Background: an optimization exercise with open tools, aiming at small area. Do not read the settings as production practice.
Function was checked by simulation only, so behaviour that the tests miss may differ from the original.

==> flow/design.v, too long to show whole: its modules and the start of the top module <==
// module conv1_weight_regs: 18 lines
// module conv1_line_buffer: 54 lines
// module conv1_inv8: 6 lines
// module conv1_filter_array: 3339 lines
// module conv1_sum_rows: 30 lines
// module conv1_fa: 10 lines
// module conv1_max_pool: 62 lines
// module conv1_top: 72 lines
module conv1_top (
    input  logic         clk_i,
    input  logic         reset_i,
    input  logic         pixel_valid_i,
    input  logic [7:0]   pixel_i,
    input  logic         sof_i,
    input  logic         wght_we_i,
    input  logic [4:0]   wght_addr_i,
    input  logic [7:0]   wght_data_i,
    output logic         pool_valid_o,
    output logic [39:0]  pool_data_o
);
  // ...
==> flow/flow/run.sh <==
#!/bin/bash
# The standard layout (standard.sh) with two changes to its arguments:
#  - the buffer on each input and output port is the smallest buffer, buf_1;
#  - clock tree synthesis adds no dummy loads and clusters up to 16 sinks
#    within 80 um per leaf buffer.
# All of standard.sh's output goes to standard.log in the work folder; ORFS keeps
# each step's own log under orfs/logs/.
set -euo pipefail
export BUFFER_PORTS_ARGS="-buffer_cell sky130_fd_sc_hd__buf_1"
export CTS_ARGS="-sink_clustering_enable -repair_clock_nets -dont_use_dummy_load -sink_clustering_size 16 -sink_clustering_max_diameter 80 -buf_list sky130_fd_sc_hd__clkbuf_8"
bash standard.sh "BUFFER_PORTS_ARGS=$BUFFER_PORTS_ARGS" "CTS_ARGS=$CTS_ARGS" finish > standard.log 2>&1
==> flow/standard.sh <==
#!/bin/bash
# synth_recipe.tcl (not shown) runs the flow's synth.tcl, then flattens the netlist and writes it again
# the make line also repeats each setting of config.mk as NAME=value (left out here)
make -C /OpenROAD-flow-scripts/flow DESIGN_CONFIG=/design/flow/config.mk WORK_HOME=/design/flow/orfs CLKGATE_MAP_FILE= SYNTH_SCRIPT=/design/flow/synth_recipe.tcl "${@:-finish}"
==> flow/config.mk <==
export PLATFORM = sky130hd
export DESIGN_NAME = conv1_top
export DESIGN_NICKNAME = conv1_top
export VERILOG_FILES = /design/flow/design.v
export SDC_FILE = /design/flow/constraint.sdc
export NUM_CORES = 4
export LEC_CHECK = 0
export CAP_MARGIN = 20
export CORE_MARGIN = 2
export CORE_UTILIZATION = 55
export CTS_BUF_LIST = sky130_fd_sc_hd__clkbuf_8
export SLEW_MARGIN = 20
export SYNTH_HIERARCHICAL = 1
export SYNTH_MINIMUM_KEEP_SIZE = 0
==> flow/constraint.sdc <==
create_clock -name core_clock -period 6.5 [get_ports {clk_i}]
set_input_delay 1.3000 -clock core_clock [delete_from_list [all_inputs] [get_ports {clk_i}]]
set_output_delay 1.3000 -clock core_clock [all_outputs]
set_load 0.01 [all_outputs]
==> out/qor.yml, run 1 <==
met1_length_um: 60600
grt_use_met2_pct: 53.9
dieArea_sq_um: 84600
outcome: "complete, no violations"
worstReg2RegEnd: "conv1_filter_array_inst.sum_a_o[33]"
buffers: 107
reg.largest.list: "conv1_line_buffer_inst.sr_q: 144 flops, conv1_weight_regs_inst.weights_o: 144 flops"
ys_warn_count: 19
cts_htree_levels: 2
crit_required_ns: 7.03
wirelength_um: 156000
ctsResizeCount: 0
first_global_vias: 31002
holdPathEnd: "conv1_max_pool_inst.q2_q[0][6]"
start_util_pct: 55.4
use_met1_pct: 53.8
cpPeakStageDelay_ns: 0.62
firstDrtPassIters: 6
crit_chain: "inv_1 -> nor2_1 -> fa_1 -> fa_1 -> fa_1 -> fa_1 -> fa_1 -> fa_1 -> fa_1 -> fa_1 -> fa_1 -> fa_1"
fin_skew_ns: 0.0698
tightestPinTransition_ns: 1.10
grt_setup_unrepaired: "false"
grt_usage_pct: 38.0
setup_violations: 0
pin_count: 67
dp_hpwl_um: 134000
vias: 28628
dr.max_layer_used: "met5"
wl_per_cell_um: 33.8
multi_input_area_share_pct: 64.3
syn_area_per_cell_sq_um: 12.5
==> run 2, diff against run 1 <==
==> flow/flow/run.sh (replaced) <==
#!/bin/bash
# The standard layout (standard.sh) with two changes to its arguments:
#  - the buffer on each input and output port is the smallest buffer, buf_1;
#  - clock tree synthesis adds no dummy loads and clusters up to 12 sinks
#    within 70 um per leaf buffer.
# All of standard.sh's output goes to standard.log in the work folder; ORFS keeps
# each step's own log under orfs/logs/.
set -euo pipefail
export BUFFER_PORTS_ARGS="-buffer_cell sky130_fd_sc_hd__buf_1"
export CTS_ARGS="-sink_clustering_enable -repair_clock_nets -dont_use_dummy_load -sink_clustering_size 12 -sink_clustering_max_diameter 70 -buf_list sky130_fd_sc_hd__clkbuf_8"
bash standard.sh "BUFFER_PORTS_ARGS=$BUFFER_PORTS_ARGS" "CTS_ARGS=$CTS_ARGS" finish > standard.log 2>&1
==> run 2 against run 1 <==
Effect of this change:
- non-clock buffer count unchanged
- die area unchanged
- worst hold slack better by 0.0023 ns
- core utilization is 0.17 points higher
- via count up 0.96%
- global-route usage is 0.054 points higher
- first-iteration DRC count decreased by 3.1%
- clock-buffer cell count up 10
- register-to-register slack better by 0.05 ns
- maximum frequency grew 0.83%
- critical path type unchanged
- largest cell class unchanged
==> out/qor.yml, run 2 <==
outcome: "complete, no violations"  # unchanged
setup_violations: 0  # unchanged
via_per_inst: 6.27  # was 6.22
met1_length_um: 61000  # was 60,600 um
syn_area_per_cell_sq_um: 12.5  # unchanged
clkSinkCount: 478  # unchanged
final_cell_mix: "fa_1 (1,098), nor2_1 (1,023), edfxtp_1 (364)"  # unchanged
cts_htree_levels: 2  # unchanged
finalSetupTns_ns: 0  # unchanged
min_period_over_period_pct: 94.6  # was 95.4%
ctsHoldBuffers: 0  # unchanged
post_cts_buffers: 0  # unchanged
firstDrtPassIters: 7  # was 6
areaGrowthSynthToFinish_pct: 2.64  # was 2.34%
ant_nets: 0  # unchanged
stdcell_count: 4611  # was 4,602
rows: 105  # unchanged
ctsResizeCount: 0  # unchanged
antenna_found_initial: 13  # was 12
dp_hpwl_um: 134000  # unchanged
first_global_vias: 31115  # was 31,002
wirelength_um: 156000  # about the same
crit_required_ns: 7.07  # was 7.03 ns
crit_type: "flip-flop to flip-flop"  # unchanged
start_util_pct: 55.4  # unchanged
dr_wl_met3_um: 24200  # was 24,500 um
cts_buffers: 53  # was 43
grt_setup_unrepaired: "false"  # unchanged
grt_max_degree: 69  # unchanged
cap_violations: 0  # unchanged
max-clock-path-buffers: 3  # unchanged
dr.max_layer_used: "met5"  # unchanged
coreArea_sq_um: 81700  # unchanged
first_iter_violations: 3751  # was 3,870
cts_tree: "done"  # unchanged
max_slew_margin_pct: 27.2  # was 27.0%
pin_count: 67  # unchanged
syn-instance-count: 3619  # unchanged
final_common_cell: "fa_1"  # unchanged
cp.arrival_ns: 6.72  # was 6.73 ns
tightestPinTransition_ns: 1.09  # was 1.10 ns
reg.largest.list: "conv1_line_buffer_inst.sr_q: 144 flops, conv1_weight_regs_inst.weights_o: 144 flops"  # unchanged
port_buffers: 64  # unchanged
path_clk_slew_ns: 0.08  # was 0.09 ns
met2_length_um: 65300  # was 65,400 um
hold_viol: 0  # unchanged
min_path_type: "flip-flop to flip-flop"  # unchanged
ys_warn_count: 19  # unchanged
clock.fmax_mhz: 163  # was 161 MHz
dieArea_sq_um: 84600  # unchanged
drive_gt1_share_pct: 3.85  # was 3.57%
synth_area_sq_um: 45300  # unchanged
crit_path_end_kind: "flip-flop"  # unchanged
grt_usage_pct: 38.0  # about the same
grt-ovfl-total: 0  # unchanged
crit_path_max_fanout: 7  # unchanged
place_inst: 4553  # unchanged
slew_viol_final: 0  # unchanged
grt_pass1_wl_um: 223000  # about the same
vias: 28903  # was 28,628
drc: 0  # unchanged
wl_per_cell_um: 33.8  # about the same
die_y_um: 291  # unchanged
cts_root_buf: "clkbuf_8"  # unchanged
layout.nets: 4730  # was 4,720
fin_skew_ns: 0.0647  # was 0.0698 ns
place_congestion: 1.09  # unchanged
fp.dieW_um: 291  # unchanged
clk_latency_ns: 0.71  # was 0.69 ns
start_kind: "flip-flop"  # unchanged
period_needed_ns: 6.15  # was 6.20 ns
[run 2: cell type report]
| class | count | area [sq um] |
|---|---|---|
| fill | 6790 | 35300 |
| multi-input combinational | 2690 | 29800 |
| timing repair buffer | 107 | 579 |
| tap | 1070 | 1340 |
| antenna | 5 | 12.5 |
| sequential | 478 | 13200 |
| inverter | 208 | 782 |
| clock buffer | 53 | 729 |
[run 2: metrics by stage]
stage	setup slack (ns)	utilization, %	area [sq um]	hold slack [ns]
final	0.349	56.8	46400	0.420
after global routing	0.210	56.8	46400	0.424
after CTS	0.421	56.8	46400	0.421
after detailed placement	0.235	55.9	45700	0.405
after global placement	0.206	55.9	45700	0.401
after floorplan	1.22	-	45300	0.400
[run 2: path summary, 6_finish.rpt]
kind,from,to,slack (ns),cells after the start
max,conv1_line_buffer_inst.sr_q[11],conv1_filter_array_inst.sum_a_o[33],0.35,12
max reg2reg,conv1_line_buffer_inst.sr_q[11],conv1_filter_array_inst.sum_a_o[33],0.35,12
min,conv1_line_buffer_inst.sr_q[117],conv1_line_buffer_inst.sr_q[125],0.42,0
min reg2reg,conv1_line_buffer_inst.sr_q[117],conv1_line_buffer_inst.sr_q[125],0.42,0
[run 2: worst max-delay path, cell delays in order (launching register included)]
cell      delay (ns)
edfxtp_1        0.62
inv_1           0.53
nor2_1          0.15
fa_1            0.55
fa_1            0.49
fa_1            0.44
fa_1            0.46
fa_1            0.48
fa_1            0.48
fa_1            0.46
fa_1            0.49
fa_1            0.40
fa_1            0.49
[run 2: layer usage]
metal	up-vias	GRT usage [%]
li1	11043	-
met1	15473	54.1
met2	2063	53.6
met3	314	16.4
met4	10	10.7
met5	-	0.908

-- re-timing with driven ports --
How much do the figures lean on ideal ports? The routed layouts below were timed once more, with nothing changed but the port constraints.
Step 1 (the two cells are an assumption about what drives the block):
set clk [get_ports {clk_i}]
set_driving_cell -lib_cell sky130_fd_sc_hd__clkbuf_16 $clk
set_driving_cell -lib_cell sky130_fd_sc_hd__buf_2 [delete_from_list [all_inputs] $clk]
Step 2, shift: input delay + t, output delay - t, t = (earliest + latest rising clock arrival at the registers) / 2. This alone moves slack from input paths to output paths.
a / b / c = no drivers / after step 1 / after step 2; a / b = the first two.
run	t (ns)	setup WS [ns]	pins driven straight from the clock port
run 1	0.723	0.298 / 0.298 / 0.098	1
run 2	0.742	0.349 / 0.349 / 0.100	1
After both steps every run listed still meets setup and hold. The setup slack of run 2, which loses most, moves by 0.000 ns with the drivers and by -0.249 ns with both steps.
